This design comes from an exercise in tuning for small area, a short achievable clock period and few clock cycles per item on the open sky130 flow, not from production work. In this exercise RTL edits were held to simulation tests only and were not proved equivalent to the original. Power figures rest on the tool's default switching activity, not on a simulated workload.

==> flow/design.v (outline; a module is shown in full before it is edited, if it fits) <==
// module cdd_pipe_ctrl: 25 lines
// module cdd_stage1: 1266 lines
// module cdd_stage2: 623 lines
// module cdd_final: 335 lines
// module cdd_clean: 40 lines
// module calendar_date_difference: 94 lines
module calendar_date_difference (
  input  logic                           clk_i,
  input  logic                           rst_ni,
  input  logic                           in_valid_i,
  output logic                           in_ready_o,
  input  logic [cdd_pkg::YEAR_W-1:0]     first_year_i,
  input  logic [cdd_pkg::MONTH_W-1:0]    first_month_i,
  input  logic [cdd_pkg::DAY_W-1:0]      first_day_i,
  input  logic [cdd_pkg::YEAR_W-1:0]     second_year_i,
  input  logic [cdd_pkg::MONTH_W-1:0]    second_month_i,
  input  logic [cdd_pkg::DAY_W-1:0]      second_day_i,
  output logic                           out_valid_o,
  input  logic                           out_ready_i,
  output logic [cdd_pkg::DIFF_W-1:0]     day_difference_o
);
  // ...
==> flow/flow/run.sh <==
#!/bin/bash
# Layout flow: the standard flow (standard.sh) with two changes:
# - the buffers that buffer_ports puts on every input and output port are
#   sky130_fd_sc_hd__buf_1 instead of the cell OpenROAD picks by default;
# - Yosys's synth skips its quick internal ABC pass (SYNTH_ARGS=-noabc), so
#   the full adders written in the RTL reach extract_fa as written; the
#   technology mapping ABC pass after it runs as usual.
set -euo pipefail
export BUFFER_PORTS_ARGS="-buffer_cell sky130_fd_sc_hd__buf_1"
export SYNTH_ARGS="-noabc"
bash standard.sh finish > standard_flow.log 2>&1
==> flow/standard.sh <==
#!/bin/bash
# synth_recipe.tcl (not shown) runs the flow's synth.tcl, then flattens the netlist and writes it again
# the make line also repeats each setting of config.mk as NAME=value (left out here)
make -C /OpenROAD-flow-scripts/flow DESIGN_CONFIG=/design/flow/config.mk WORK_HOME=/design/flow/orfs CLKGATE_MAP_FILE= SYNTH_SCRIPT=/design/flow/synth_recipe.tcl "${@:-finish}"
==> flow/config.mk <==
export PLATFORM = sky130hd
export DESIGN_NAME = calendar_date_difference
export DESIGN_NICKNAME = calendar_date_difference
export VERILOG_FILES = /design/flow/design.v
export SDC_FILE = /design/flow/constraint.sdc
export NUM_CORES = 4
export LEC_CHECK = 0
export CAP_MARGIN = 20
export CORE_MARGIN = 2
export CORE_UTILIZATION = 40
export SETUP_SLACK_MARGIN = 2.4
export SLEW_MARGIN = 20
==> flow/constraint.sdc <==
create_clock -name core_clock -period 7.0 [get_ports {clk_i}]
set_input_delay 1.4000 -clock core_clock [delete_from_list [all_inputs] [get_ports {clk_i}]]
set_output_delay 1.4000 -clock core_clock [all_outputs]
set_load 0.01 [all_outputs]
==> results.tsv, run 1 <==
metric	value	unit
status	complete, no violations	
worst setup margin	2.56	ns
combinational family with the most area after synthesis	adder cells	
Mapped Area	11200	um^2
Total GRT Usage	15.6	%
via count	7341	
R2R Path End	cs_q[9]	
post-synthesis cell type count	65	
CTS tree	done	
placed cell area	11800	um^2
n_diodes	0	
maxcap violations	0	
total power	6290	uW
DP HPWL	18700	um
most frequent cells after synthesis	inv_1, fa_1, ha_1, edfxtp_1, nor2_1	
FF-to-FF setup slack	2.56	ns
Pint	3460	uW
hold-fix buffers at CTS	0	
H-tree level count	3	
Crit path top cell by count	fa_1	
gpl congestion	0.883	
post-cts gate resize count	2	
Reg with most FFs	cs_q	
sequential group share of total power	22.4	%
# DRC	0	
slew margin rel.	54.2	%
first-pass GRT wire length	36000	um
Crit. End Element	flop	
met2 Use GR	25.6	%
WP depth	12	
FP Rows	61	
type of the most critical hold path	flop to flop	
P_clk	483	uW
Slew Viols, Final	0	
Power Dens Cells	518	nW/um^2
dpl ws	1.96	ns
Syn Inst Count	1079	
fraction of area in multi-input gates	60.4	%
Testbench counts, summed over its fixed seeds: cycles 24,016, items 24,000.
==> inputs of run 2 (changes only) <==
--- a/flow/config.mk
+++ b/flow/config.mk
@@ -9,4 +9,4 @@
 export CORE_MARGIN = 2
 export CORE_UTILIZATION = 40
-export SETUP_SLACK_MARGIN = 2.4
+export SETUP_SLACK_MARGIN = 2.6
 export SLEW_MARGIN = 20
==> run 2 against run 1 <==
Against the previous run:
- still clean on timing, DRC and antenna
- die area did not move
- critical path depth did not move
- synthesized cell count unchanged
- total power rose by 0.53%
- area after synthesis is the same
- largest cell class unchanged
==> results.tsv, run 2 <==
metric	value	unit	change
post-synthesis cell type count	65		unchanged
Hold Crit Depth	1		
largest registers	cs_q: 43 flops, dt_q: 12 flops		
WL final	22000	um	
Cell Chain, Critical Path	buf_1 -> fa_1 -> inv_1 -> fa_1 -> inv_1 -> ha_1 -> or4_1 -> nor3_1 -> a21oi_1 -> a21oi_1 -> a31oi_4 -> nor4_2		
num ports	74		
Syn Nets	1395		
dpl ws	1.96	ns	unchanged
Synth Flop Type	edfxtp_1		
Antenna Violating Nets Remaining	0		
Req. time, crit path	7.18	ns	
most common cell in the netlist	inv_1		
DP HPWL	18700	um	unchanged
Area Growth Syn to Fin	9.61	%	
vias in the first global route	7281		
core area	27700	um^2	
Yosys top cell by area	edfxtp_1		
Peak supply drop	232	uV	
Skew-Pair Late Insertion Delay	0.35	ns	
CTS Buf Count	9		
1st-pass router iterations	5		
R2R Path End	cs_q[13]		
FP Rows	61		unchanged
maxcap violations	0		unchanged
Layout Cells excl Fill	1519		
hold endpoint	u_ctrl.v2_q		
final setup fails	0		
slowest CP cell	fa_1		
initial antenna violation count	0		
Power Dens Cells	513	nW/um^2	-0.83%
Clock Skews	0.00916	ns	
Hold Path Origin	u_ctrl.v1_q		
critical path data arrival time	4.47	ns	
RSZ-0062 raised after global routing	yes		
asr flop ratio synth	2.04	%	
Nets	1452		
Slew Viols, Final	0		unchanged
Crit. End Element	flop		
flops & latches, synth	98		
Hold Fails Final Rpt	0		
Reg with most FFs	cs_q		
n_diodes	0		unchanged
clock-pin slew on the worst setup and hold paths	0.07	ns	
clock sinks	98		
gpl congestion	0.883		unchanged
leakage power	0.00539	uW	
via count	7372		+0.42%
worst setup margin	2.71	ns	+0.146 ns
Yosys warnings	4		
dominant cells by area after synthesis	edfxtp_1, fa_1, ha_1		
pin count of the biggest net entering global routing	54		
die area	29400	um^2	
PortBufs	73		
total gr overflow	0		
hold-fix buffers at CTS	0		unchanged
register area share after synthesis	26.1	%	
Initial DRC Count	346		
Startpoint Class	primary input		
Clock Path Buffers	2		
H-tree level count	3		unchanged
post-route cell area	12300	um^2	
Root Driver	clkbuf_16		
Syn Inst Count	1079		unchanged
Wirelength per Cell	14.5	um	
Achievable Freq	233	MHz	
CTS tree	done		
worst-margin pin slew	0.659	ns	
CP Class	primary input to flop		
max reg flops	43		
via/cell ratio	4.85		
slew margin rel.	56.0	%	+1.9 points
first-pass GRT wire length	36000	um	+0.23%
number of synthesized flops with an enable pin	96		
die height	172	um	
Mapped Area	11200	um^2	unchanged
top cell type's share of synthesized area	25.7	%	
layout cells sized above 1	6.66	%	
slowest cell delay on critical path	0.55	ns	
Period Utilization, post-route	61.4	%	
placed cell area	11800	um^2	unchanged
most frequent cells after synthesis	inv_1, fa_1, ha_1, edfxtp_1, nor2_1		
most common library cell in the layout ignoring fill and taps	inv_1		
reg2reg start	gb_q		
status	complete, no violations		
commonest cells after routing, fill and taps aside	inv_1, fa_1, ha_1		
post-layout min period	4.30	ns	
Die Wd	172	um	
Reg2Reg Depth	10		
FF-to-FF setup slack	2.75	ns	+0.19 ns
Avg Cell Area, Syn	10.4	um^2	
CP Max Fanout	6		
type of the most critical hold path	flop to flop		
# DRC	0		unchanged
final setup TNS	0	ns	
placed insts	1495		
initial core utilization	40.6	%	
Total GRT Usage	15.6	%	+0.050 points
[run 2: cell counts after synthesis]
Identical to the previous run, type by type.
[run 2: per-stage QoR]
stage / utilization, % / hold slack (ns) / total power [uW]
after floorplan: - / 0.435 / 5070
after global placement: 42.5 / 0.449 / 5810
after detailed placement: 42.5 / 0.465 / 5930
after CTS: 43.9 / 0.485 / 6430
after global routing: 44.4 / 0.509 / 7170
final: 44.4 / 0.473 / 6320
[run 2: per-layer routing]
layer / up-vias / global-route usage (%) / routed length [um] / part of all wire (%)
met2: 114 / 25.7 / 10200 / 46
met4: 0 / 4.24 / 409 / 1.9
met1: 3522 / 21.9 / 10700 / 48
met5: - / 0 / 0 / 0
met3: 24 / 1.77 / 736 / 3.3
li1: 3712 / - / - / -
[run 2: how the worst max path moves through the flow]
stage / start / to / slack, ns / cells after the start
after global routing: second_year_i[4] / dt_q[10] / 2.52 / 16
after detailed placement: first_year_i[7] / dt_q[10] / 1.96 / 15
after floorplan: ga_q / cs_q[9] / 2.63 / 13
after global placement: first_year_i[6] / dt_q[10] / 2.08 / 15
after CTS: second_year_i[13] / dt_q[10] / 2.57 / 15
final: first_year_i[5] / ga_q / 2.71 / 12
[run 2: cell type report]
type,count,area (um^2)
timing repair buffer,85,379
inverter,209,785
sequential,98,2930
tap,378,473
multi-input combinational,733,7450
fill,2623,15400
clock buffer,10,239
clock inverter,6,57.6
[run 2: where the power goes]
| part | internal (uW) | switching (uW) | leakage [uW] |
|---|---|---|---|
| clock | 259 | 224 | 0.000147 |
| sequential | 1220 | 186 | 0.000992 |
| combinational | 2000 | 2430 | 0.00425 |
[run 2: what timing repair did]
action                     CTS  global route
gates resized for setup     10            32
buffers inserted             2             6
setup endpoints to repair   13            22
gates cloned                 0             0
pin swaps                    0            13
[run 2: cell families (layout without fill, tap and decap cells)]
family | count (synthesis) | in the layout | share of synthesized area [%]
AOI/OAI and AO/OA | 178 | 178 | 10.4
xor gates and xnor gates | 81 | 81 | 6.31
adders and majority gates | 267 | 267 | 38.8
buffers and inverters | 248 | 310 | 9.03
DFF | 98 | 98 | 26.1
muxes | 4 | 4 | 0.356
and+or+nand+nor | 203 | 203 | 8.94
[run 2: critical path, delay by kind of cell]
| family | cells | cell delay [ns] |
|---|---|---|
| fa+ha+maj | 3 | 1.39 |
| simple gates | 3 | 0.93 |
| compound gates | 3 | 0.46 |
| buf+inv | 3 | 0.29 |
==> inputs of run 3 (changes only) <==
--- a/flow/config.mk
+++ b/flow/config.mk
@@ -9,4 +9,5 @@
 export CORE_MARGIN = 2
 export CORE_UTILIZATION = 40
-export SETUP_SLACK_MARGIN = 2.6
+export CTS_BUF_LIST = sky130_fd_sc_hd__clkbuf_8
+export SETUP_SLACK_MARGIN = 2.9
 export SLEW_MARGIN = 20
==> run 3 against run 2 <==
Against the previous run:
- largest cell class unchanged
- non-clock buffer count rose by 24
- sequential cell count stayed put
- critical endpoint is now cs_q[9]
- core utilization grew 1.9 points
- highest routed layer unchanged
- clock skew grew 0.0076 ns
- critical path depth shrank 2
==> results.tsv, run 3 <==
metric	value	unit	change
register area share after synthesis	26.1	%	unchanged
pin count of the biggest net entering global routing	55		+1.9%
gpl congestion	0.858		-2.8%
Peak supply drop	238	uV	+2.3%
hold-fix buffers at CTS	0		unchanged
Layout Cells excl Fill	1543		+1.6%
n_diodes	0		unchanged
Period Utilization, post-route	58.8	%	-2.5 points
Hold Crit Depth	1		unchanged
post-synthesis cell type count	65		unchanged
Power Dens Cells	509	nW/um^2	-0.92%
1st-pass router iterations	4		-1
Multi-input gate area	7830	um^2	+5.1%
Skew-Pair Late Insertion Delay	0.38	ns	+0.03 ns
most common library cell in the layout ignoring fill and taps	inv_1		
Nets	1476		+1.7%
maxcap violations	0		unchanged
status	complete, no violations		
top cell type's share of synthesized area	25.7	%	unchanged
Root Driver	clkbuf_8		
die height	172	um	unchanged
first-pass GRT wire length	37700	um	+4.7%
FP Rows	61		unchanged
Clock Skews	0.0167	ns	+0.00757 ns
Reg with most FFs	cs_q		
CTS Buf Count	9		unchanged
Wirelength per Cell	14.9	um	+3.2%
post-layout min period	4.12	ns	-0.178 ns
Startpoint Class	flop		
slew margin rel.	39.2	%	-17 points
via/cell ratio	4.86		about the same
DP HPWL	18900	um	+0.94%
clock-pin slew on the worst setup and hold paths	0.10	ns	+0.03 ns
dominant cells by area after synthesis	edfxtp_1, fa_1, ha_1		
asr flop ratio synth	2.04	%	unchanged
Yosys warnings	4		unchanged
# fillers	2625		+0.076%
most frequent cells after synthesis	inv_1, fa_1, ha_1, edfxtp_1, nor2_1		
Syn Inst Count	1079		unchanged
initial antenna violation count	0		unchanged
Antenna Violating Nets Remaining	0		unchanged
type of the most critical hold path	flop to flop		
# DRC	0		unchanged
CP Class	flop to flop		
largest registers	cs_q: 43 flops, dt_q: 12 flops		
vias in the first global route	7435		+2.1%
Total GRT Usage	16.3	%	+0.66 points
Area Growth Syn to Fin	14.4	%	
Syn Nets	1395		unchanged
total gr overflow	0		unchanged
Mapped Area	11200	um^2	unchanged
Slew Viols, Final	0		unchanged
placed insts	1495		unchanged
flops & latches, synth	98		unchanged
num ports	74		unchanged
number of synthesized flops with an enable pin	96		unchanged
final setup fails	0		unchanged
most common cell in the netlist	inv_1		
Achievable Freq	243	MHz	+4.3%
Hold Fails Final Rpt	0		unchanged
layout cells sized above 1	15.5	%	+8.9 points
initial core utilization	40.6	%	unchanged
CP Max Fanout	3		-3
Clock Path Buffers	2		unchanged
commonest cells after routing, fill and taps aside	inv_1, fa_1, ha_1		
WL final	23000	um	+4.8%
worst-margin pin slew	0.903	ns	+0.244 ns
Reg2Reg Depth	10		unchanged
CTS tree	done		
Initial DRC Count	410		+18%
max reg flops	43		unchanged
critical path data arrival time	4.26	ns	-0.21 ns
Synth Flop Type	edfxtp_1		
H-tree level count	3		unchanged
RSZ-0062 raised after global routing	yes		
clock sinks	98		unchanged
core area	27700	um^2	unchanged
PortBufs	73		unchanged
Reg area	2930	um^2	unchanged
Crit. End Element	flop		
leakage power	0.00556	uW	+3.1%
final setup TNS	0	ns	unchanged
Die Wd	172	um	unchanged
Avg Cell Area, Syn	10.4	um^2	unchanged
Req. time, crit path	7.14	ns	-0.04 ns
via count	7495		+1.7%
die area	29400	um^2	unchanged
Yosys top cell by area	edfxtp_1		
## run 3: cell counts after synthesis
No cell type changed its count.
## run 3: cell families (layout without fill, tap and decap cells)
| group | Yosys count | count (layout) | synth area share [%] |
|---|---|---|---|
| adders and majority gates | 267 | 267 | 38.8 |
| buffers and inverters | 248 | 334 | 9.03 |
| and+or+nand+nor | 203 | 203 | 8.94 |
| muxes | 4 | 4 | 0.356 |
| DFF | 98 | 98 | 26.1 |
| AOI/OAI and AO/OA | 178 | 178 | 10.4 |
| xor gates and xnor gates | 81 | 81 | 6.31 |
## run 3: critical path: stages (launching register included)
cell	delay (ns)
edfxtp_1	0.50
ha_4	0.34
ha_4	0.12
inv_2	0.03
fa_2	0.53
fa_2	0.44
fa_2	0.36
fa_2	0.57
fa_2	0.45
fa_1	0.49
inv_1	0.03
## run 3: metal layers
metal / track usage, % / wire [um] / vias up
li1: - / - / 3753
met1: 23.1 / 11000 / 3583
met2: 26.6 / 10800 / 132
met3: 1.77 / 797 / 27
met4: 4.42 / 432 / 0
met5: 0 / 0 / -
## run 3: path summary, 6_finish.rpt
kind                                   from  slack, ns           to
worst max-delay path                   gb_q       2.88      cs_q[9]
worst min-delay path            u_ctrl.v1_q       0.48  u_ctrl.v2_q
worst max register to register         gb_q       2.88      cs_q[9]
worst min register to register  u_ctrl.v1_q       0.48  u_ctrl.v2_q
max in group asynchronous            rst_ni       6.11  u_ctrl.v2_q
min in group asynchronous            rst_ni       0.77  u_ctrl.v1_q
## run 3: per-stage QoR
step / area [um^2] / util, % / worst slack, ns / hold WS, ns / power (uW)
after global routing: 12800 / 46.4 / 2.73 / 0.505 / 7390
after CTS: 12300 / 44.3 / 2.83 / 0.486 / 6360
final: 12800 / 46.4 / 2.88 / 0.482 / 6530
after detailed placement: 11900 / 43.0 / 2.23 / 0.463 / 5930
after global placement: 11900 / 43.0 / 2.30 / 0.455 / 5840
after floorplan: 11400 / - / 2.86 / 0.435 / 5100
## run 3: layout make-up
class | instances | area share (%)
inverters | 209 | 6.11
multi-input cells | 733 | 60.9
repair buffers | 109 | 4.89
clock buffers | 10 | 1.07
clock inverters | 6 | 0.516
flip-flops and latches | 98 | 22.8
well taps | 378 | 3.68
## run 3: power by group
part           leakage, uW  total (uW)  switching [uW]  internal (uW)
clock network     0.000100         376             200            175
registers         0.000992        1430             205           1230
logic              0.00447        4730            2520           2210
total              0.00556        6530            2920           3610
## run 3: timing repair
item | in CTS | in global routing
gates resized for setup | 27 | 103
buffers inserted | 6 | 26
endpoints found under the setup margin | 22 | 39
pin swaps | 6 | 43
==> inputs of run 4 (changes only) <==
--- a/flow/config.mk
+++ b/flow/config.mk
@@ -10,4 +10,4 @@
 export CORE_UTILIZATION = 40
 export CTS_BUF_LIST = sky130_fd_sc_hd__clkbuf_8
-export SETUP_SLACK_MARGIN = 2.9
+export SETUP_SLACK_MARGIN = 3.1
 export SLEW_MARGIN = 20
==> run 4 against run 3 <==
Against the previous run:
- clock power down 14%
- clock skew down 0.0040 ns
- critical path depth unchanged
- final cell count up 1.7%
- count of clock-buffer cells in the layout down 1
- area after synthesis unchanged
- fmax down 0.45%
- combinational power up 8.7%
==> results.tsv, run 4 <==
metric	value	unit	change
Clock Path Buffers	2		unchanged
Die Wd	172	um	unchanged
CTS Buf Count	9		unchanged
maxcap violations	0		unchanged
1st-pass router iterations	4		unchanged
worst-margin pin slew	1.02	ns	+0.112 ns
most common cell in the netlist	inv_1		
asr flop ratio synth	2.04	%	unchanged
DP HPWL	19000	um	+0.79%
post-route cell area	13400	um^2	+4.3%
FF-to-FF setup slack	2.86	ns	-0.02 ns
Crit. End Element	flop		
Reg with most FFs	cs_q		
Peak supply drop	233	uV	-1.8%
Req. time, crit path	7.13	ns	about the same
WL final	24000	um	+4.3%
Nets	1503		+1.8%
slowest cell delay on critical path	0.56	ns	about the same
Slew Viols, Final	0		unchanged
PortBufs	73		unchanged
Initial DRC Count	278		-32%
number of synthesized flops with an enable pin	96		unchanged
clock sinks	98		unchanged
layout cells sized above 1	22.3	%	+6.8 points
H-tree level count	3		unchanged
Area Growth Syn to Fin	19.3	%	
most common library cell in the layout ignoring fill and taps	inv_1		
Period Utilization, post-route	59.1	%	+0.27 points
RSZ-0062 raised after global routing	yes		
type of the most critical hold path	flop to flop		
vias in the first global route	7936		+6.7%
Root Driver	clkbuf_8		
via/cell ratio	4.89		+0.73%
register area share after synthesis	26.1	%	unchanged
post-layout min period	4.14	ns	+0.0186 ns
Wirelength per Cell	15.3	um	+2.5%
worst setup margin	2.86	ns	-0.0186 ns
CP Max Fanout	4		+1
dominant cells by area after synthesis	edfxtp_1, fa_1, ha_1		
Antenna Violating Nets Remaining	0		unchanged
largest registers	cs_q: 43 flops, dt_q: 12 flops		
slowest CP cell	fa_2		
top cell type's share of synthesized area	25.7	%	unchanged
CTS tree	done		
FP Rows	61		unchanged
first-pass GRT wire length	39100	um	+3.7%
Hold Fails Final Rpt	0		unchanged
total power	6900	uW	+5.6%
via count	7682		+2.5%
most frequent cells after synthesis	inv_1, fa_1, ha_1, edfxtp_1, nor2_1		
n_diodes	0		unchanged
status	complete, no violations		
flops & latches, synth	98		unchanged
Total GRT Usage	16.8	%	+0.52 points
# DRC	0		unchanged
pin count of the biggest net entering global routing	55		unchanged
Startpoint Class	flop		
Synth Flop Type	edfxtp_1		
Syn Nets	1395		unchanged
Yosys top cell by area	edfxtp_1		
clock-pin slew on the worst setup and hold paths	0.10	ns	about the same
Mapped Area	11200	um^2	unchanged
Avg Cell Area, Syn	10.4	um^2	unchanged
Crit path top cell by count	fa_2		
die area	29400	um^2	unchanged
core area	27700	um^2	unchanged
critical path data arrival time	4.27	ns	about the same
CP Class	flop to flop		
gpl congestion	0.852		-0.75%
Power Dens Cells	515	nW/um^2	+1.2%
leakage power	0.00576	uW	+3.6%
initial antenna violation count	0		unchanged
placed cell area	12000	um^2	+0.63%
Clock Skews	0.0127	ns	-0.00402 ns
max reg flops	43		unchanged
Syn Inst Count	1079		unchanged
Cell Chain, Critical Path	ha_4 -> ha_4 -> inv_2 -> fa_2 -> fa_2 -> fa_2 -> fa_2 -> fa_2 -> fa_1 -> inv_1		
slew margin rel.	32.3	%	-6.9 points
commonest cells after routing, fill and taps aside	inv_1, fa_1, ha_1		
final setup TNS	0	ns	unchanged
die height	172	um	unchanged
Yosys warnings	4		unchanged
Achievable Freq	242	MHz	-0.45%
total gr overflow	0		unchanged
dpl ws	2.21	ns	-0.0208 ns
Skew-Pair Late Insertion Delay	0.38	ns	about the same
initial core utilization	40.6	%	unchanged
post-synthesis cell type count	65		unchanged
Final Util	48.4	%	+2.0 points
num ports	74		unchanged
final setup fails	0		unchanged
run 4: timing repair:
action                                  in CTS  in global routing
endpoints found under the hold margin        0                  0
gates resized for setup                    110                 88
hold buffers                                 0                  0
gates cloned                                 0                  1
buffers inserted                            35                 24
pin swaps                                   46                 64
endpoints found under the setup margin      47                 44
run 4: critical path, delay by kind of cell (launching register included):
family	cells	cell delay (ns)
fa+ha+maj	8	3.29
flops	1	0.52
buf+inv	2	0.07
run 4: cell families (layout without fill, tap and decap cells):
kind of cell    Yosys count  in the layout  share of synthesized area (%)
buf+inv                 248            361                           9.03
fa+ha+maj               267            267                           38.8
simple gates            203            203                           8.94
flops                    98             98                           26.1
mux                       4              4                          0.356
compound gates          178            178                           10.4
xor+xnor                 81             81                           6.31
run 4: path summary, 6_finish.rpt:
check | cells past startpoint | from | endpoint
max | 10 | gb_q | cs_q[9]
min | 1 | u_ctrl.v1_q | u_ctrl.v2_q
max reg2reg | 10 | gb_q | cs_q[9]
min reg2reg | 1 | u_ctrl.v1_q | u_ctrl.v2_q
max in group asynchronous | 1 | rst_ni | u_ctrl.v2_q
min in group asynchronous | 1 | rst_ni | u_ctrl.v1_q
run 4: report_power, final:
part	switching, uW	internal (uW)
logic	2680	2460
registers	209	1230
clock network	195	129
total	3080	3810
run 4: layout make-up:
class	instances	area (um^2)
fill	2542	14300
multi-input combinational	733	8100
timing repair buffer	136	942
sequential	98	2930
inverter	209	785
clock buffer	9	124
tap	378	473
clock inverter	7	47.5
run 4: stage by stage:
stage | cells | hold WS, ns
global placement | 1494 | 0.455
finish | 1570 | 0.476
CTS | 1545 | 0.476
floorplan | 1079 | 0.435
detailed placement | 1494 | 0.446
global route | 1570 | 0.521
run 4: metal layers:
| metal | vias up | wire length [um] | global-route usage [%] |
|---|---|---|---|
| met5 | - | 0 | 0 |
| met4 | 0 | 434 | 4.24 |
| met3 | 22 | 687 | 1.96 |
| met2 | 104 | 11700 | 28.7 |
| met1 | 3756 | 11300 | 22.8 |
| li1 | 3800 | - | - |
==> inputs of run 5 (changes only) <==
--- a/flow/config.mk
+++ b/flow/config.mk
@@ -10,4 +10,4 @@
 export CORE_UTILIZATION = 40
 export CTS_BUF_LIST = sky130_fd_sc_hd__clkbuf_8
-export SETUP_SLACK_MARGIN = 3.1
+export SETUP_SLACK_MARGIN = 2.8
 export SLEW_MARGIN = 20
==> run 5 against run 4 <==
Against the previous run:
- area after synthesis unchanged
- non-clock buffer count fell by 41
- final area fell by 6.6%
- routed wire length shrank 6.4%
- worst hold slack improved by 0.011 ns
- count of clock-buffer cells in the layout unchanged
- die area stayed put
- global-route usage shrank 0.64 points
==> results.tsv, run 5 <==
metric	value	unit	change
layout cells sized above 1	11.8	%	-10 points
dominant cells by area after synthesis	edfxtp_1, fa_1, ha_1		
clock sinks	98		unchanged
Total GRT Usage	16.2	%	-0.64 points
most frequent cells after synthesis	inv_1, fa_1, ha_1, edfxtp_1, nor2_1		
RSZ-0062 raised after global routing	yes		
DP HPWL	18900	um	-0.43%
first-pass GRT wire length	37400	um	-4.3%
top cell type's share of synthesized area	25.7	%	unchanged
Antenna Violating Nets Remaining	0		unchanged
CTS Buf Count	9		unchanged
Slew Viols, Final	0		unchanged
Clock Path Buffers	2		unchanged
post-layout min period	4.20	ns	+0.0631 ns
Final Util	45.2	%	-3.2 points
num ports	74		unchanged
initial core utilization	40.6	%	unchanged
CP Max Fanout	4		unchanged
maxcap violations	0		unchanged
Area Growth Syn to Fin	11.4	%	
Req. time, crit path	7.15	ns	+0.02 ns
Hold Fails Final Rpt	0		unchanged
Syn Nets	1395		unchanged
via count	7483		-2.6%
Die Wd	172	um	unchanged
Yosys warnings	4		unchanged
H-tree level count	3		unchanged
Syn Inst Count	1079		unchanged
post-synthesis cell type count	65		unchanged
Startpoint Class	flop		
critical path data arrival time	4.34	ns	+0.07 ns
slew margin rel.	56.0	%	+24 points
final setup TNS	0	ns	unchanged
FP Rows	61		unchanged
status	complete, no violations		
Wirelength per Cell	14.7	um	-3.8%
Peak supply drop	225	uV	-3.6%
most common library cell in the layout ignoring fill and taps	inv_1		
n_diodes	0		unchanged
clock share of power	6.0	%	+1.3 points
Clock Skews	0.00929	ns	-0.00342 ns
Pint	3510	uW	-7.9%
Initial DRC Count	392		+41%
clock-pin slew on the worst setup and hold paths	0.10	ns	about the same
# DRC	0		unchanged
Power Dens Cells	513	nW/um^2	-0.26%
CP Class	flop to flop		
die height	172	um	unchanged
Mapped Area	11200	um^2	unchanged
number of synthesized flops with an enable pin	96		unchanged
via/cell ratio	4.89		about the same
core area	27700	um^2	unchanged
sw frac	45.3	%	+0.60 points
die area	29400	um^2	unchanged
WL final	22500	um	-6.4%
Yosys top cell by area	edfxtp_1		
Nets	1462		-2.7%
largest registers	cs_q: 43 flops, dt_q: 12 flops		
initial antenna violation count	0		unchanged
most common cell in the netlist	inv_1		
register area share after synthesis	26.1	%	unchanged
Synth Flop Type	edfxtp_1		
commonest cells after routing, fill and taps aside	inv_1, fa_1, ha_1		
Comb power frac	71.9	%	-2.6 points
Reg with most FFs	cs_q		
pin count of the biggest net entering global routing	54		-1.8%
Crit. End Element	flop		
1st-pass router iterations	5		+1
CTS tree	done		
Avg Cell Area, Syn	10.4	um^2	unchanged
Switching Power	2910	uW	-5.6%
leakage power	0.00546	uW	-5.1%
type of the most critical hold path	flop to flop		
Skew-Pair Late Insertion Delay	0.38	ns	about the same
total gr overflow	0		unchanged
gpl congestion	0.871		+2.3%
Achievable Freq	238	MHz	-1.5%
asr flop ratio synth	2.04	%	unchanged
Root Driver	clkbuf_8		
worst-margin pin slew	0.660	ns	-0.355 ns
max reg flops	43		unchanged
sequential group share of total power	22.1	%	+1.3 points
vias in the first global route	7497		-5.5%
final setup fails	0		unchanged
flops & latches, synth	98		unchanged
Period Utilization, post-route	60.0	%	+0.90 points
PortBufs	73		unchanged
-- run 5: cell count changes in the layout (fill, tap and decap cells not counted), sizes merged --
cell and delta:
clkinvlp -3, clkbuf +9, clkinv +1, inv +1, bufinv +1, buf -50
-- run 5: cell type report --
| class | instances | area (um^2) |
|---|---|---|
| Multi-Input combinational cell | 733 | 7620 |
| Sequential cell | 98 | 2930 |
| Timing Repair Buffer | 95 | 494 |
| Clock buffer | 9 | 124 |
| Inverter | 209 | 787 |
| Fill cell | 2616 | 15200 |
| Clock inverter | 7 | 83.8 |
| Tap cell | 378 | 473 |
-- run 5: power by group through the flow --
stage          registers (uW)  logic (uW)  clock network [uW]
3_5_place_dp             1440        4540                   0
5_1_grt                  1450        5390                 422
4_1_cts                  1420        4590                 400
6_report                 1420        4620                 384
3_3_place_gp             1430        4380                   0
2_1_floorplan            1360        3730                   0
-- run 5: worst max-delay path, stage by stage, from the launching register on --
cell      delay (ns)
edfxtp_1        0.53
ha_4            0.34
ha_4            0.12
inv_2           0.04
fa_2            0.53
fa_2            0.44
fa_1            0.40
fa_1            0.56
fa_1            0.45
fa_1            0.51
inv_1           0.04
-- run 5: logic make-up (layout without fill, tap and decap cells) --
kind of cell / after synthesis / after routing / share of synthesized area (%)
buffers and inverters: 248 / 320 / 9.03
adders and majority gates: 267 / 267 / 38.8
AOI/OAI and AO/OA: 178 / 178 / 10.4
and+or+nand+nor: 203 / 203 / 8.94
xor gates and xnor gates: 81 / 81 / 6.31
muxes: 4 / 4 / 0.356
DFF: 98 / 98 / 26.1
-- run 5: worst paths after layout --
check	from	end	slack, ns	cells after the start
hold reg to reg	u_ctrl.v1_q	u_ctrl.v2_q	0.49	1
min in group asynchronous	rst_ni	u_ctrl.v2_q	0.78	1
setup reg to reg	gb_q	cs_q[9]	2.80	10
max in group asynchronous	rst_ni	u_ctrl.v1_q	6.10	1
setup / recovery	gb_q	cs_q[9]	2.80	10
hold / removal	u_ctrl.v1_q	u_ctrl.v2_q	0.49	1
-- run 5: what timing repair did --
action	in CTS	in global routing
endpoints found under the setup margin	22	32
hold buffers	0	0
pin swaps	13	25
gates resized for setup	28	64
setup buffers	7	11
hold endpoints to repair	0	0
-- run 5: through the flow --
step                      hold slack [ns]  worst slack, ns  cells  total power (uW)  instance area (um^2)
after global routing                0.524             2.69   1529              7270                 12500
after global placement              0.449             2.13   1494              5820                 11800
after CTS                           0.492             2.73   1517              6410                 12200
after floorplan                     0.435             2.77   1079              5090                 11300
final                               0.487             2.80   1529              6420                 12500
after detailed placement            0.465             2.04   1494              5980                 11800
-- run 5: per-layer routing --
layer | share of wire, % | global-route usage [%] | routed length, um | vias up
met1 | 48 | 22.7 | 10800 | 3609
li1 | - | - | - | 3730
met3 | 3.0 | 1.98 | 683 | 24
met5 | 0 | 0 | 0 | -
met2 | 47 | 26.4 | 10600 | 120
met4 | 1.8 | 4.53 | 409 | 0
==> inputs of run 6 (changes only) <==
--- a/flow/config.mk
+++ b/flow/config.mk
@@ -10,4 +10,4 @@
 export CORE_UTILIZATION = 40
 export CTS_BUF_LIST = sky130_fd_sc_hd__clkbuf_8
-export SETUP_SLACK_MARGIN = 2.8
+export SETUP_SLACK_MARGIN = 2.5
 export SLEW_MARGIN = 20
==> run 6 against run 5 <==
Against the previous run:
- final cell count fell by 0.98%
- total power fell by 3.9%
- first-iteration DRC count fell by 14%
- clock power fell by 6.5%
- area after synthesis did not move
- non-clock buffer count fell by 15
- critical path type unchanged
- worst setup slack got worse by 0.15 ns
- core utilization fell by 1.6 points
- worst hold slack got worse by 0.0051 ns
- count of clock-buffer cells in the layout rose by 1
- sequential power barely moved
- fmax fell by 3.5%
==> results.tsv, run 6 <==
metric	value	unit	change
Initial DRC Count	337		-14%
Peak supply drop	234	uV	+4.0%
most frequent cells after synthesis	inv_1, fa_1, ha_1, edfxtp_1, nor2_1		
most common cell in the netlist	inv_1		
post-layout min period	4.35	ns	+0.152 ns
flops & latches, synth	98		unchanged
Mapped Area	11200	um^2	unchanged
status	complete, no violations		
final setup TNS	0	ns	unchanged
Reg area	2930	um^2	unchanged
Slew Viols, Final	0		unchanged
Synth Flop Type	edfxtp_1		
Area Growth Syn to Fin	7.52	%	
asr flop ratio synth	2.04	%	unchanged
Reg with most FFs	cs_q		
hold-fix buffers at CTS	0		unchanged
CP Max Fanout	3		-1
Synth Area in XOR/XNOR	6.31	%	unchanged
final setup fails	0		unchanged
Wirelength per Cell	14.5	um	-1.7%
first-pass GRT wire length	36000	um	-3.9%
maxcap violations	0		unchanged
RSZ-0062 raised after global routing	yes		
max reg flops	43		unchanged
Layout Cells excl Fill	1514		-0.98%
Power Dens Cells	511	nW/um^2	-0.45%
Nets	1447		-1.0%
n_diodes	0		unchanged
total power	6170	uW	-3.9%
Syn Inst Count	1079		unchanged
CTS Buf Count	9		unchanged
CP delay by family, top	adder cells		
layout cells sized above 1	4.58	%	-7.2 points
post-synthesis cell type count	65		unchanged
adder-cell area share of the yosys netlist	38.8	%	unchanged
Yosys warnings	4		unchanged
Hold Fails Final Rpt	0		unchanged
placed insts	1495		+0.067%
clock-pin slew on the worst setup and hold paths	0.10	ns	about the same
Yosys top cell by area	edfxtp_1		
PortBufs	73		unchanged
FF-to-FF setup slack	2.65	ns	-0.15 ns
Skew-Pair Late Insertion Delay	0.38	ns	about the same
worst-margin pin slew	0.690	ns	+0.0292 ns
via count	7333		-2.0%
most common library cell in the layout ignoring fill and taps	inv_1		
die area	29400	um^2	unchanged
Crit path top cell by count	fa_1		
Cell Chain, Critical Path	ha_4 -> ha_1 -> inv_1 -> fa_1 -> xor2_1 -> fa_1 -> fa_1 -> fa_1 -> fa_1 -> fa_1		
Clock Path Buffers	2		unchanged
Period Utilization, post-route	62.2	%	+2.2 points
DP HPWL	18700	um	-1.3%
gpl congestion	0.883		+1.3%
Avg Cell Area, Syn	10.4	um^2	unchanged
Clock Skews	0.0138	ns	+0.00446 ns
pin count of the biggest net entering global routing	54		unchanged
1st-pass router iterations	4		-1
# fillers	2652		+1.4%
Startpoint Class	flop		
number of synthesized flops with an enable pin	96		unchanged
slew margin rel.	54.0	%	-1.9 points
slowest cell delay on critical path	0.52	ns	-0.04 ns
WL final	21900	um	-2.7%
Total GRT Usage	15.6	%	-0.59 points
Root Driver	clkbuf_8		
Req. time, crit path	7.13	ns	-0.02 ns
largest registers	cs_q: 43 flops, dt_q: 12 flops		
# DRC	0		unchanged
Syn Nets	1395		unchanged
Synth Area in Compound Gates	10.4	%	unchanged
combinational family with the most area after synthesis	adder cells		
leakage power	0.00528	uW	-3.4%
dominant cells by area after synthesis	edfxtp_1, fa_1, ha_1		
Antenna Violating Nets Remaining	0		unchanged
dpl ws	1.96	ns	-0.0822 ns
Bufs and invs on worst path	1		-1
FP Rows	61		unchanged
die height	172	um	unchanged
H-tree level count	3		unchanged
post-synthesis mux area share	0.356	%	unchanged
CTS tree	done		
vias in the first global route	7309		-2.5%
worst setup margin	2.65	ns	-0.152 ns
Multi-input gate area	7360	um^2	-3.4%
clock sinks	98		unchanged
core area	27700	um^2	unchanged
initial antenna violation count	0		unchanged
Crit. End Element	flop		
Achievable Freq	230	MHz	-3.5%
num ports	74		unchanged
register area share after synthesis	26.1	%	unchanged
slowest CP cell	fa_1		
top cell type's share of synthesized area	25.7	%	unchanged
Post-Synth Simple-Gate Area	8.94	%	unchanged
via/cell ratio	4.84		-1.0%
Die Wd	172	um	unchanged
CP Class	flop to flop		
initial core utilization	40.6	%	unchanged
commonest cells after routing, fill and taps aside	inv_1, fa_1, ha_1		
type of the most critical hold path	flop to flop		
critical path data arrival time	4.48	ns	+0.14 ns
total gr overflow	0		unchanged
-- run 6: cell counts after synthesis --
No cell type changed its count.
-- run 6: per-layer routing --
| metal | vias to the layer above | wire, um | share of wire (%) | track usage [%] |
|---|---|---|---|---|
| li1 | 3698 | - | - | - |
| met1 | 3504 | 10800 | 49 | 21.8 |
| met2 | 109 | 10000 | 46 | 25.6 |
| met3 | 22 | 704 | 3.2 | 1.79 |
| met4 | 0 | 402 | 1.8 | 4.38 |
| met5 | - | 0 | 0 | 0 |
-- run 6: layout make-up --
cell class                      instances  area share, %
Clock buffer                           10           1.14
Sequential cell                        98           24.3
Clock inverter                          6          0.476
Inverter                              209           6.49
Timing Repair Buffer                   80           2.76
Multi-Input combinational cell        733           60.9
Tap cell                              378           3.92
-- run 6: power by group --
group          switching [uW]  leakage [uW]  internal, uW
registers                 185      0.000992          1220
logic                    2420       0.00419          1990
clock network             212      0.000101           147
-- run 6: worst register-to-register path, cell delays in order (launching register included) --
cell	delay, ns
edfxtp_1	0.50
ha_4	0.33
ha_1	0.13
inv_1	0.05
fa_1	0.43
xor2_1	0.23
fa_1	0.49
fa_1	0.52
fa_1	0.46
fa_1	0.49
fa_1	0.47
-- run 6: cells by family after synthesis --
group	Yosys count
buf+inv	248
flops	98
compound gates	178
simple gates	203
xor+xnor	81
mux	4
fa+ha+maj	267
-- run 6: path summary, 6_finish.rpt --
check,cells after the start,startpoint,end
max in group asynchronous,1,rst_ni,u_ctrl.v1_q
worst min-delay path,1,u_ctrl.v1_q,u_ctrl.v2_q
worst min register to register,1,u_ctrl.v1_q,u_ctrl.v2_q
min in group asynchronous,1,rst_ni,u_ctrl.v2_q
worst max register to register,10,gb_q,cs_q[13]
worst max-delay path,10,gb_q,cs_q[13]
-- run 6: repair_timing --
item	in CTS	in global routing
setup buffers	2	1
setup endpoints to repair	7	12
endpoints found under the hold margin	0	0
resized for setup	2	17
-- run 6: metrics by stage --
step                hold WS [ns]  area [um^2]  util, %
floorplan                  0.435        11200        -
global placement           0.449        11800     42.5
detailed placement         0.465        11800     42.5
CTS                        0.493        12000     43.3
global route               0.512        12100     43.6
finish                     0.481        12100     43.6
==> inputs of run 7 (changes only) <==
--- a/flow/config.mk
+++ b/flow/config.mk
@@ -10,4 +10,4 @@
 export CORE_UTILIZATION = 40
 export CTS_BUF_LIST = sky130_fd_sc_hd__clkbuf_8
-export SETUP_SLACK_MARGIN = 2.5
+export SETUP_SLACK_MARGIN = 2.7
 export SLEW_MARGIN = 20
==> run 7 against run 6 <==
Against the previous run:
- total power increased by 2.1%
- synthesized cell count unchanged
- fmax is 3.2% higher
- worst setup slack gained 0.13 ns
- register-to-register slack better by 0.13 ns
- area after synthesis is the same
- worst hold slack gained 0.0058 ns
- largest power group unchanged
- final cell count rose by 0.53%
==> results.tsv, run 7 <==
metric	value	unit	change
Die Wd	172	um	unchanged
Clock Skews	0.0147	ns	+0.000991 ns
slowest cell delay on critical path	0.51	ns	about the same
total gr overflow	0		unchanged
Yosys warnings	4		unchanged
Total GRT Usage	16.1	%	+0.51 points
slowest CP cell	edfxtp_1		
register area share after synthesis	26.1	%	unchanged
Crit path top cell by count	fa_1		
Reg with most FFs	cs_q		
most frequent cells after synthesis	inv_1, fa_1, ha_1, edfxtp_1, nor2_1		
Pint	3420	uW	+2.0%
reg2reg start	gb_q		
first-pass GRT wire length	37200	um	+3.4%
critical path data arrival time	4.37	ns	-0.11 ns
PortBufs	73		unchanged
final setup fails	0		unchanged
Slew Viols, Final	0		unchanged
slew margin rel.	31.7	%	-22 points
gpl congestion	0.867		-1.8%
Hold Fails Final Rpt	0		unchanged
clock-pin slew on the worst setup and hold paths	0.10	ns	about the same
CP delay by family, top	adder cells		
CP Class	flop to flop		
Avg Cell Area, Syn	10.4	um^2	unchanged
post-layout min period	4.22	ns	-0.134 ns
num ports	74		unchanged
RSZ-0062 raised after global routing	yes		
initial antenna violation count	0		unchanged
Final Util	44.3	%	+0.70 points
core area	27700	um^2	unchanged
worst-margin pin slew	1.02	ns	+0.335 ns
most common cell in the netlist	inv_1		
die area	29400	um^2	unchanged
Startpoint Class	flop		
clock share of power	5.7	%	about the same
commonest cells after routing, fill and taps aside	inv_1, fa_1, ha_1		
Worst Setup SP	gb_q		
CP Max Fanout	3		unchanged
Switching Power	2880	uW	+2.3%
Achievable Freq	237	MHz	+3.2%
Bufs and invs on worst path	4		+3
Antenna Violating Nets Remaining	0		unchanged
pin count of the biggest net entering global routing	46		-15%
leakage power	0.00539	uW	+2.0%
Synth Flop Type	edfxtp_1		
initial core utilization	40.6	%	unchanged
via count	7379		+0.63%
FP Rows	61		unchanged
type of the most critical hold path	flop to flop		
sequential group share of total power	22.3	%	-0.5 points
vias in the first global route	7386		+1.1%
final setup TNS	0	ns	unchanged
1st-pass router iterations	5		+1
H-tree level count	3		unchanged
Wirelength per Cell	14.8	um	+2.2%
Comb power frac	71.9	%	+0.5 points
Period Utilization, post-route	60.2	%	-1.9 points
n_diodes	0		unchanged
Cell Chain, Critical Path	ha_4 -> ha_4 -> inv_2 -> fa_2 -> fa_2 -> fa_1 -> inv_1 -> fa_1 -> inv_2 -> fa_1 -> fa_1 -> inv_1		
most common library cell in the layout ignoring fill and taps	inv_1		
hold-fix buffers at CTS	0		unchanged
status	complete, no violations		
CTS tree	done		
Hold Path Origin	u_ctrl.v1_q		
CTS Buf Count	9		unchanged
sw frac	45.7	%	+0.067 points
clock sinks	98		unchanged
Req. time, crit path	7.16	ns	+0.03 ns
Nets	1455		+0.55%
Clock Path Buffers	2		unchanged
Mapped Area	11200	um^2	unchanged
asr flop ratio synth	2.04	%	unchanged
WL final	22500	um	+2.7%
Peak supply drop	239	uV	+2.3%
Initial DRC Count	369		+9.5%
top cell type's share of synthesized area	25.7	%	unchanged
Syn Inst Count	1079		unchanged
Power Dens Cells	514	nW/um^2	+0.54%
die height	172	um	unchanged
maxcap violations	0		unchanged
via/cell ratio	4.85		about the same
Skew-Pair Late Insertion Delay	0.39	ns	about the same
Syn Nets	1395		unchanged
largest registers	cs_q: 43 flops, dt_q: 12 flops		
DP HPWL	18900	um	+1.2%
number of synthesized flops with an enable pin	96		unchanged
flops & latches, synth	98		unchanged
layout cells sized above 1	8.74	%	+4.2 points
post-synthesis cell type count	65		unchanged
# DRC	0		unchanged
Crit. End Element	flop		
Root Driver	clkbuf_8		
Area Growth Syn to Fin	9.23	%	
dominant cells by area after synthesis	edfxtp_1, fa_1, ha_1		
max reg flops	43		unchanged
Yosys top cell by area	edfxtp_1		
run 7: cell type report:
| type | count | area [um^2] |
|---|---|---|
| Clock buffer | 10 | 138 |
| Clock inverter | 6 | 55.1 |
| Fill cell | 2627 | 15400 |
| Inverter | 209 | 785 |
| Multi-Input combinational cell | 733 | 7470 |
| Sequential cell | 98 | 2930 |
| Tap cell | 378 | 473 |
| Timing Repair Buffer | 88 | 414 |
run 7: path summary, 6_finish.rpt:
kind | end | cells past startpoint | slack, ns
min reg2reg | u_ctrl.v2_q | 1 | 0.49
min | u_ctrl.v2_q | 1 | 0.49
max in group asynchronous | u_ctrl.v1_q | 1 | 6.12
max reg2reg | cs_q[9] | 12 | 2.78
min in group asynchronous | u_ctrl.v2_q | 1 | 0.76
max | cs_q[9] | 12 | 2.78
run 7: cells by family (layout without fill, tap and decap cells):
logic type / after synthesis / count (layout) / share of synthesized area [%]
fa+ha+maj: 267 / 267 / 38.8
compound gates: 178 / 178 / 10.4
mux: 4 / 4 / 0.356
flops: 98 / 98 / 26.1
xor+xnor: 81 / 81 / 6.31
buf+inv: 248 / 313 / 9.03
simple gates: 203 / 203 / 8.94
run 7: per-stage QoR:
step                      cell area, um^2  instances  total power (uW)  hold WS, ns  worst slack [ns]
after global placement              11800       1495              5830        0.451              2.14
after CTS                           12100       1514              6330        0.496              2.69
final                               12300       1522              6310        0.487              2.78
after floorplan                     11200       1079              5080        0.435              2.68
after detailed placement            11800       1495              5950        0.463              2.02
after global routing                12300       1522              7140        0.527              2.63
run 7: power groups by stage:
stage | Combinational (uW) | Sequential [uW] | Clock (uW)
floorplan | 3720 | 1360 | 0
global placement | 4400 | 1430 | 0
detailed placement | 4510 | 1430 | 0
CTS | 4540 | 1420 | 371
global route | 5300 | 1440 | 392
finish | 4540 | 1410 | 362
run 7: layer usage:
layer / track usage (%) / vias to the layer above / routed length (um) / share of wire, %
li1: - / 3708 / - / -
met1: 22.6 / 3532 / 10800 / 48
met2: 26.4 / 118 / 10500 / 47
met3: 1.47 / 21 / 767 / 3.4
met4: 5.20 / 0 / 430 / 1.9
met5: 0 / - / 0 / 0
run 7: repair_timing:
item | in CTS | in global routing
pin swaps | 4 | 14
hold endpoints to repair | 0 | 0
gates resized for setup | 17 | 47
setup buffers | 3 | 8
gates cloned | 0 | 0
endpoints found under the setup margin | 15 | 25
==> inputs of run 8 (changes only) <==
--- a/flow/config.mk
+++ b/flow/config.mk
@@ -8,5 +8,5 @@
 export CAP_MARGIN = 20
 export CORE_MARGIN = 2
-export CORE_UTILIZATION = 40
+export CORE_UTILIZATION = 50
 export CTS_BUF_LIST = sky130_fd_sc_hd__clkbuf_8
 export SETUP_SLACK_MARGIN = 2.7
==> run 8 against run 7 <==
Against the previous run:
- sequential power about the same
- die area decreased by 20%
- non-clock buffer count increased by 1
- sequential share of layout area increased by 0.093 points
- synthesized cell count unchanged
- clock power increased by 8.8%
- count of clock-buffer cells in the layout decreased by 1
- final cell count decreased by 6.4%
- sequential cell count unchanged
- highest routed layer unchanged
- combinational power decreased by 3%
- total power decreased by 1.4%
- critical path type is now primary input to flop
==> results.tsv, run 8 <==
metric	value	unit	change
dominant cells by area after synthesis	edfxtp_1, fa_1, ha_1		
num ports	74		unchanged
Power Dens Cells	508	nW/um^2	-1.1%
Syn Nets	1395		unchanged
CTS Buf Count	9		unchanged
clock sinks	98		unchanged
DP HPWL	18500	um	-2.3%
Initial DRC Count	393		+6.5%
leakage power	0.00539	uW	+0.16%
Clock Path Buffers	2		unchanged
gpl congestion	0.889		+2.5%
met1 Use GR	27.7	%	+5.1 points
placed cell area	11700	um^2	-1.1%
die height	154	um	-10%
Mapped Area	11200	um^2	unchanged
critical path data arrival time	4.43	ns	+0.06 ns
most common cell in the netlist	inv_1		
most frequent cells after synthesis	inv_1, fa_1, ha_1, edfxtp_1, nor2_1		
Synth Flop Type	edfxtp_1		
slew margin rel.	56.2	%	+24 points
die area	23700	um^2	-20%
via count	7428		+0.66%
Peak supply drop	262	uV	+9.6%
via/cell ratio	5.21		+7.5%
met3 GRT Util	2.96	%	+1.5 points
Startpoint Class	primary input		
Hold Fails Final Rpt	0		unchanged
status	complete, no violations		
CP delay by family, top	adder cells		
Die Wd	154	um	-10%
reg2reg start	gb_q		
initial antenna violation count	0		unchanged
GR peak layer	met2		
layout cells sized above 1	9.26	%	+0.52 points
initial core utilization	51.2	%	+11 points
worst-margin pin slew	0.657	ns	-0.367 ns
Achievable Freq	238	MHz	+0.49%
final setup TNS	0	ns	unchanged
Clock Skews	0.0117	ns	-0.00304 ns
total gr overflow	0		unchanged
pin count of the biggest net entering global routing	54		+17%
Period Utilization, post-route	59.9	%	-0.30 points
max reg flops	43		unchanged
flops & latches, synth	98		unchanged
Wirelength per Cell	15.4	um	+4.3%
vias in the first global route	7507		+1.6%
WL final	22000	um	-2.4%
clock-pin slew on the worst setup and hold paths	0.10	ns	about the same
Syn Inst Count	1079		unchanged
total power	6210	uW	-1.4%
Avg Cell Area, Syn	10.4	um^2	unchanged
Cell Chain, Critical Path	buf_1 -> fa_1 -> inv_1 -> fa_1 -> inv_1 -> ha_1 -> or4_1 -> nor3_1 -> a21oi_1 -> o31ai_2 -> buf_4 -> and4b_1		
FP Rows	54		-11%
Total GRT Usage	19.6	%	+3.5 points
Skew-Pair Late Insertion Delay	0.37	ns	-0.02 ns
post-route cell area	12200	um^2	-0.39%
Area Growth Syn to Fin	8.81	%	
# DRC	0		unchanged
n_diodes	0		unchanged
hold-fix buffers at CTS	0		unchanged
Worst Setup SP	second_year_i[2]		
slowest CP cell	fa_1		
most common library cell in the layout ignoring fill and taps	inv_1		
Nets	1456		+0.069%
final setup fails	0		unchanged
Reg with most FFs	cs_q		
CP Class	primary input to flop		
post-synthesis cell type count	65		unchanged
Bufs and invs on worst path	4		unchanged
RSZ-0062 raised after global routing	yes		
Antenna Violating Nets Remaining	0		unchanged
H-tree level count	3		unchanged
number of synthesized flops with an enable pin	96		unchanged
type of the most critical hold path	flop to flop		
asr flop ratio synth	2.04	%	unchanged
1st-pass router iterations	4		-1
Yosys top cell by area	edfxtp_1		
register area share after synthesis	26.1	%	unchanged
largest registers	cs_q: 43 flops, dt_q: 12 flops		
slowest cell delay on critical path	0.57	ns	+0.06 ns
Slew Viols, Final	0		unchanged
Yosys warnings	4		unchanged
CP Max Fanout	5		+2
maxcap violations	0		unchanged
Final Util	55.7	%	+11 points
met2 Use GR	31.9	%	+5.5 points
Req. time, crit path	7.24	ns	+0.08 ns
top cell type's share of synthesized area	25.7	%	unchanged
Hold Path Origin	u_ctrl.v1_q		
CTS tree	done		
Root Driver	clkbuf_8		
core area	22000	um^2	-21%
post-layout min period	4.20	ns	-0.0208 ns
first-pass GRT wire length	36900	um	-0.93%
PortBufs	73		unchanged
Crit. End Element	flop		
commonest cells after routing, fill and taps aside	inv_1, fa_1, ha_1		
## run 8: cell counts after synthesis
Identical to the previous run, type by type.
## run 8: worst reg2reg max path, delay by kind of cell (launching register included)
family	cells	cell delay [ns]
fa+ha+maj	7	3.18
buf+inv	5	0.25
flops	1	0.51
## run 8: cell type report
cell class / count / area (um^2)
well taps: 280 / 350
inverters: 209 / 787
clock buffers: 9 / 124
multi-input cells: 733 / 7510
clock inverters: 7 / 95.1
repair buffers: 89 / 424
fillers: 1952 / 9730
flip-flops and latches: 98 / 2930
## run 8: logic make-up after synthesis
family                   synth area share [%]
adder cells (fa/ha/maj)                  38.8
AO/OA/AOI/OAI                            10.4
AND/OR/NAND/NOR                          8.94
multiplexers                            0.356
flip-flops                               26.1
buffers and inverters                    9.03
XOR/XNOR                                 6.31
## run 8: path summary, 6_finish.rpt
check	end	slack (ns)	cells past startpoint
max in group asynchronous	u_ctrl.v1_q	6.07	1
min	u_ctrl.v2_q	0.46	1
max reg2reg	cs_q[9]	2.82	12
min reg2reg	u_ctrl.v2_q	0.46	1
min in group asynchronous	u_ctrl.v2_q	0.79	1
max	gb_q	2.80	12
## run 8: routing by layer
metal	up-vias	wire, um
met3	21	693
li1	3714	-
met1	3570	10800
met4	0	432
met5	-	0
met2	123	10100
## run 8: what timing repair did
action                                  4_1_cts  5_1_grt
gates resized for setup                      17       55
buffers inserted                              3       10
pin swaps                                     5       16
endpoints found under the setup margin       17       28
## run 8: stage by stage
| stage | setup slack (ns) | hold WS [ns] | cells |
|---|---|---|---|
| after floorplan | 2.68 | 0.435 | 1079 |
| after global placement | 2.06 | 0.455 | 1396 |
| after detailed placement | 1.93 | 0.450 | 1396 |
| after CTS | 2.65 | 0.466 | 1415 |
| after global routing | 2.67 | 0.498 | 1425 |
| final | 2.80 | 0.460 | 1425 |
## run 8: report_power, final
group	internal, uW	switching, uW	total (uW)
registers	1220	189	1410
logic	2010	2400	4410
clock network	200	194	394

-- port drivers added, routing unchanged --
In the flow no input, the clock included, has a driving cell. The finished layouts below were timed again as built, in two steps.
Step 1, drivers: a clkbuf_16 drives clk_i and a buf_2 each remaining input, both assumed.
Step 2 adds t to the input delays and takes it off the output delays; t is the mean of the earliest and latest rising clock arrival at the registers after step 1. Input paths then give back, and output paths get back, about the clock's delay inside the block.
a / b / c = ideal / step 1 / step 2; a / b = the first two.
| run | shift t [ns] | slack for setup (ns) | worst setup path after step 2 |
|---|---|---|---|
| run 1 | 0.381 | 2.559 / 2.559 / 2.249 | input to register |
| run 2 | 0.382 | 2.705 / 2.722 / 2.340 | input to register |
| run 3 | 0.406 | 2.883 / 2.883 / 2.544 | input to register |
| run 4 | 0.404 | 2.864 / 2.864 / 2.550 | input to register |
| run 5 | 0.411 | 2.801 / 2.801 / 2.547 | input to register |
| run 6 | 0.409 | 2.649 / 2.649 / 2.284 | input to register |
| run 7 | 0.423 | 2.783 / 2.783 / 2.407 | input to register |
| run 8 | 0.408 | 2.804 / 2.822 / 2.417 | input to register |
After both steps every run listed still meets setup and hold. The setup slack of run 8, which loses most, moves by +0.018 ns with the drivers and by -0.387 ns with both steps.
